Source: an optimization exercise on an open RTL-to-GDS flow (aim: small area). Production flows keep margins and buffers that such runs may drop. The RTL was checked by simulation tests, not by an equivalence proof against the original design. Power and IR drop assume default switching activity.

===== flow/config.mk =====
export PLATFORM = sky130hd
export DESIGN_NAME = sd_block_writer
export DESIGN_NICKNAME = sd_block_writer
export VERILOG_FILES = /design/flow/design.v
export SDC_FILE = /design/flow/constraint.sdc
export NUM_CORES = 4
export LEC_CHECK = 0
export CAP_MARGIN = 20
export CORE_MARGIN = 2
export CORE_UTILIZATION = 40
export SLEW_MARGIN = 20
export SYNTH_MEMORY_MAX_BITS = 8192

===== flow/constraint.sdc =====
create_clock -name core_clock -period 10.0 [get_ports {clk}]
set_input_delay 2.0000 -clock core_clock [delete_from_list [all_inputs] [get_ports {clk}]]
set_output_delay 2.0000 -clock core_clock [all_outputs]
set_load 0.01 [all_outputs]

===== flow/design.v =====
module sd_block_writer #(
  parameter logic [31:0] START_ADR = 32'h0010_0000,
  parameter logic [31:0] STOP_ADR  = 32'h0010_4000,
  parameter logic [7:0]  PAD_BYTE  = 8'h80
) (
  input  logic        clk,
  input  logic        reset,
  input  logic        start,
  input  logic        flush,
  input  logic [7:0]  in_data,
  input  logic        in_valid,
  output logic        in_ready,
  input  logic        sd_ready,
  input  logic        sd_ready_for_next_byte,
  output logic        sd_wr,
  output logic [7:0]  sd_din,
  output logic [31:0] sd_adr,
  output logic        busy,
  output logic        done,
  output logic [15:0] blocks_written,
  output logic        overflow
);
  typedef enum logic [3:0] {
    S_IDLE, S_FILL, S_PAD, S_WAIT_READY, S_ISSUE, S_STREAM, S_WAIT_DONE, S_NEXT, S_DONE
  } state_t;
  state_t      r_state;
  state_t      w_state_nxt;
  logic [7:0]  r_mem [0:511];
  logic [9:0]  r_cnt;
  logic [8:0]  r_idx;
  logic [7:0]  r_dout;
  logic [31:0] r_adr;
  logic [15:0] r_blocks;
  logic        r_ovf;
  logic        r_flushed;
  logic        r_rfnb_prev;
  logic        w_accept;
  logic [9:0]  w_cnt_acc;
  logic        w_edge;
  logic [8:0]  w_idx_nxt;
  logic [31:0] w_adr_inc;
  logic        w_we;
  logic [7:0]  w_wdata;
  logic        w_rd_en;
  assign w_accept  = in_ready && in_valid;
  assign w_cnt_acc = r_cnt + {9'd0, w_accept};
  assign w_edge    = (r_state == S_STREAM) && sd_ready_for_next_byte && !r_rfnb_prev;
  assign w_idx_nxt = r_idx + {8'd0, w_edge};
  assign w_adr_inc = r_adr + 32'h0000_0200;
  always_comb begin
    w_state_nxt = r_state;
    in_ready    = 1'b0;
    sd_wr       = 1'b0;
    busy        = 1'b1;
    done        = 1'b0;
    w_we        = 1'b0;
    w_wdata     = in_data;
    w_rd_en     = 1'b0;
    case (r_state)
      S_IDLE: begin
        busy = 1'b0;
        if (start) w_state_nxt = S_FILL;
      end
      S_FILL: begin
        in_ready = (r_cnt < 10'd512);
        w_we     = w_accept;
        if (flush) begin
          if (w_cnt_acc == 10'd0)        w_state_nxt = S_DONE;
          else if (w_cnt_acc == 10'd512) w_state_nxt = S_WAIT_READY;
          else                           w_state_nxt = S_PAD;
        end else if (w_cnt_acc == 10'd512) begin
          w_state_nxt = S_WAIT_READY;
        end
      end
      S_PAD: begin
        w_we    = 1'b1;
        w_wdata = PAD_BYTE;
        if (r_cnt == 10'd511) w_state_nxt = S_WAIT_READY;
      end
      S_WAIT_READY: begin
        w_rd_en = 1'b1;
        if (sd_ready) w_state_nxt = S_ISSUE;
      end
      S_ISSUE: begin
        w_rd_en = 1'b1;
        sd_wr   = 1'b1;
        if (!sd_ready) w_state_nxt = S_STREAM;
      end
      S_STREAM: begin
        w_rd_en = 1'b1;
        if (w_edge && r_idx == 9'd511) w_state_nxt = S_WAIT_DONE;
      end
      S_WAIT_DONE: begin
        if (sd_ready) w_state_nxt = S_NEXT;
      end
      S_NEXT: begin
        if (r_flushed || w_adr_inc >= STOP_ADR) w_state_nxt = S_DONE;
        else                                    w_state_nxt = S_FILL;
      end
      S_DONE: begin
        busy        = 1'b0;
        done        = 1'b1;
        w_state_nxt = S_IDLE;
      end
      default: begin
        busy        = 1'b0;
        w_state_nxt = S_IDLE;
      end
    endcase
  end
  always_ff @(posedge clk) begin
    if (w_we && !reset) r_mem[r_cnt[8:0]] <= w_wdata;
  end
  always_ff @(posedge clk) begin
    if (reset)        r_dout <= 8'h00;
    else if (w_rd_en) r_dout <= r_mem[w_idx_nxt];
  end
  always_ff @(posedge clk) begin
    if (reset) begin
      r_state     <= S_IDLE;
      r_cnt       <= 10'd0;
      r_idx       <= 9'd0;
      r_adr       <= 32'd0;
      r_blocks    <= 16'd0;
      r_ovf       <= 1'b0;
      r_flushed   <= 1'b0;
      r_rfnb_prev <= 1'b0;
    end else begin
      r_state     <= w_state_nxt;
      r_rfnb_prev <= sd_ready_for_next_byte;
      if (busy && in_valid && !in_ready) r_ovf <= 1'b1;
      case (r_state)
        S_IDLE: begin
          if (start) begin
            r_adr     <= START_ADR;
            r_blocks  <= 16'd0;
            r_ovf     <= 1'b0;
            r_flushed <= 1'b0;
            r_cnt     <= 10'd0;
            r_idx     <= 9'd0;
          end
        end
        S_FILL: begin
          r_cnt <= w_cnt_acc;
          if (flush && w_cnt_acc != 10'd0) r_flushed <= 1'b1;
        end
        S_PAD:    r_cnt <= r_cnt + 10'd1;
        S_STREAM: r_idx <= w_idx_nxt;
        S_NEXT: begin
          r_blocks <= r_blocks + 16'd1;
          r_adr    <= w_adr_inc;
          r_cnt    <= 10'd0;
        end
        default: ;
      endcase
    end
  end
  assign sd_din         = r_dout;
  assign sd_adr         = r_adr;
  assign blocks_written = r_blocks;
  assign overflow       = r_ovf;
endmodule

===== flow/run.sh =====
#!/bin/bash
# synth_recipe.tcl (not shown) runs the flow's synth.tcl, then flattens the netlist and writes it again
# the make line also repeats each setting of config.mk as NAME=value (left out here)
make -C /OpenROAD-flow-scripts/flow DESIGN_CONFIG=/design/flow/config.mk WORK_HOME=/design/flow/orfs CLKGATE_MAP_FILE= SYNTH_SCRIPT=/design/flow/synth_recipe.tcl finish

==> run notes <==
- Status: complete, no violations
- Worst Skew: 0.0723 ns
- Minimum clock period: 6.91 ns
- Syn Area/Cell: 21.0 sq um
- Final Cell Area: 184000 sq um
- Final Util: 45.3%
- Top_reg_cell synth: edfxtp_1
- CTS buffer count: 424
- Number of global-route vias before repair: 80300
- Dpl cells: 12900
- 1st-iter DRT viols: 10100
- Number of flops mapped to enable cells by yosys: 4096
- Post-synth ARST share: 0%
- FILL cells: 33700
- Dpl hpwl: 244000 microns
- Final Hold Viols: 0
- Setup crit start: sd_ready_for_next_byte
- Sequential area share after synthesis: 76.5%
- Routed Antenna Nets: 0
- Slew HR: 18.8%
- Slowest cell on the critical path: nor3_2
- Arr. time, crit path: 7.77 ns
- Max Cap Viol: 0
- Setup repair bufs after CTS: 0
- Synth warn: 1
- Largest stage delay on the critical path: 0.81 ns
- Clock buffer depth: 4
- Largest net degree at the start of global routing: 221
- DP Area: 170000 sq um
- Post-CTS sizing: 0
- VDD IR max: 0.145 mV
- DR DRC count: 0
- Hold Buf Count CTS: 0
- Via density: 5.85
- Crit Path Max Fanout: 46
- Final cell count without fillers: 13700
- Pleak: 54.7 nW
- Total Neg Setup Slack: 0 ns
- Root Buffer: clkbuf_16
- Critical Path Source Type: input port
- Grt ovf: 0
- Total die area: 412000 sq um
- Max-slew violation count: 0
- Die Y: 642 microns
- Routed len/inst: 30.5 microns
- Starting Density: 40.1%
- Most frequent cells in the layout: 4096 x edfxtp_1, 1126 x mux4_2, 598 x nor2_1, 432 x clkbuf_16, 408 x nand2_1
- CTS tree: yes
- Port Buffers: 66
- Area of the multi-input gates: 36300 sq um
- Min-delay worst type: flop to flop
- CTS Sinks: 4169
- Most common cell after layout, fill and taps aside: edfxtp_1
- # IOs: 76
- Total Routing Usage GR: 19.9%
- Critical path type: input port to flop
- Peak Freq: 145 MHz
- First-pass GRT wire length: 600000 microns
- Register Area: 124000 sq um
- Worst r2r src: r_state[2]
- Crit path capture type: flop
- Crit-path cells: clkdlybuf4s50_1 > nand2b_1 > nor2_1 > ha_4 > ha_4 > buf_4 > buf_4 > mux4_2 > mux4_2 > mux2i_1 > o221ai_1 > nor3_2 > and4b_1
- Hold Startpoint: r_blocks[1]
- Final Cycle Share: 69.1%
- H-tree depth: 5
- RSZ-0062 raised after global routing: false
- Initial antenna violation count: 20
- Post-Syn Instances: 7745
- Later-pin clock latency in the skew report: 0.99 ns
- PwrDens: 204 nW/um^2
- Layout net count: 7962
- Post-synthesis cell area: 163000 sq um
- Worst path bufs/invs: 3
- Layout cells sized above 1: 24.1%
- Via count: 80300
- Setup violations, final: 0
- Final Wtd Congestion: 0.809
- Worst path required time: 10.85 ns
- Synth cell types: 71
- Floorplan row count: 234
- Core ar.: 406000 sq um
- Drt pass-1 iters: 5
- Seq cells post-synth: 4169
- Family with the most delay on the worst path: buffers and inverters
- P&R area growth vs syn: 13.0%
- Drt total wl: 419000 microns
- Die Span X: 642 microns
- Actual slew at the worst max-slew pin: 1.21 ns
- Worst-path clk slew: 0.06 ns
## worst reg2reg max path, cell delays in order, from the launching register on
cell      delay [ns]
dfxtp_1         0.55
nor2b_1         0.34
nand2_1         0.10
buf_4           0.21
nor2_1          0.21
ha_4            0.41
buf_12          0.39
buf_4           0.47
buf_4           0.43
mux4_2          0.56
mux4_2          0.55
a22o_1          0.25
a221oi_1        0.38
o22ai_1         0.31
nor3_2          0.82
and4b_1         0.28
## through the flow
step                      setup WS, ns  hold WS, ns  total power [W]
final                             3.09        0.519           0.0375
after detailed placement          2.03        0.510           0.0221
after global placement            1.70        0.496           0.0220
after CTS                         3.09        0.519           0.0377
after floorplan                 0.0565        0.466           0.0216
after global routing              2.81        0.541           0.0385
## flip-flops by register name, indices dropped and copies added, names as in the netlist
signal and flops:
r_blocks 16, r_cnt 10, r_idx 9, r_flushed 1
r_rfnb_prev 1, r_adr 23, r_ovf 1, r_dout 8
r_state 4, r_mem 4096
## metal layers
layer / GRT usage [%] / share of wire, %
met1: 27.9 / 40
met2: 32.2 / 49
met3: 3.05 / 8.2
met4: 6.34 / 3.0
met5: 0 / 0.0064
## Yosys cell counts (12+ instances only)
cell	instances	area, sq um
and3_1	40	250
a221oi_1	24	210
clkbuf_1	229	860
dfxtp_1	73	1460
a211oi_1	16	120
nor3_1	45	225
a311oi_1	17	149
inv_1	15	56.3
o22ai_1	17	106
edfxtp_1	4096	123000
xnor2_1	12	105
nor4_1	16	100
mux2i_1	119	1190
buf_6	39	439
buf_4	69	518
nand3_1	138	691
nand4_1	21	131
a21oi_1	87	435
a22oi_1	40	300
buf_2	124	621
buf_1	22	82.6
nand2_1	420	1580
o21ai_0	53	265
a32oi_1	50	438
a22o_1	15	131
nor2_1	616	2310
a31oi_1	41	257
and2_1	14	87.6
mux4_2	1126	25400
## path summary, 6_finish.rpt
path | end | slack, ns | cells after the start
max reg2reg | r_dout[5] | 3.64 | 15
max | r_dout[4] | 3.09 | 13
min reg2reg | r_blocks[1] | 0.52 | 2
min | r_blocks[1] | 0.52 | 2
## power breakdown
group          total [W]  leakage [nW]  internal [W]  switching (W)
combinational    0.00171          10.5      0.000260        0.00145
clock             0.0158          6.75       0.00917        0.00662
sequential        0.0200          37.4        0.0200      0.0000428
total             0.0375          54.7        0.0294        0.00811
## final cells by class
type,instances,area share [%]
diodes,11,0.0150
clock buffers,520,6.08
clock inverters,262,1.43
inverters,16,0.0354
multi-input cells,3085,19.7
flip-flops and latches,4169,67.7
well taps,5428,3.69
repair buffers,241,1.35
## logic make-up after synthesis
family                     after synthesis  synth area share, %
other                                    1              0.00230
AOI/OAI and AO/OA                      435                 1.87
and+or+nand+nor                       1360                 3.53
DFF                                   4169                 76.5
buffers and inverters                  499                 1.58
muxes                                 1248                 16.3
adders and majority gates               10               0.0769
xor gates and xnor gates                23                0.142

[port drivers added, routing unchanged]
Ports are ideal in the flow. The routed layout listed here was re-timed in OpenROAD. Step 1 assumes that a clkbuf_16 drives the clock port and a buf_2 every other input. Step 2 also shifts input and output timing later by t, the mid clock arrival at the registers, as if the neighbouring blocks saw the same clock. a / b / c = ideal / step 1 / step 2; a / b = the first two.
t, ns: 1.058
slack for setup (ns): 3.087 / 3.140 / 2.082
clock arrival spread, ns: 0.077 / 0.078
pins driven straight from the clock port: 1
After both steps this run still meets setup and hold. The setup slack of this run moves by +0.053 ns with the drivers and by -1.005 ns with both steps.
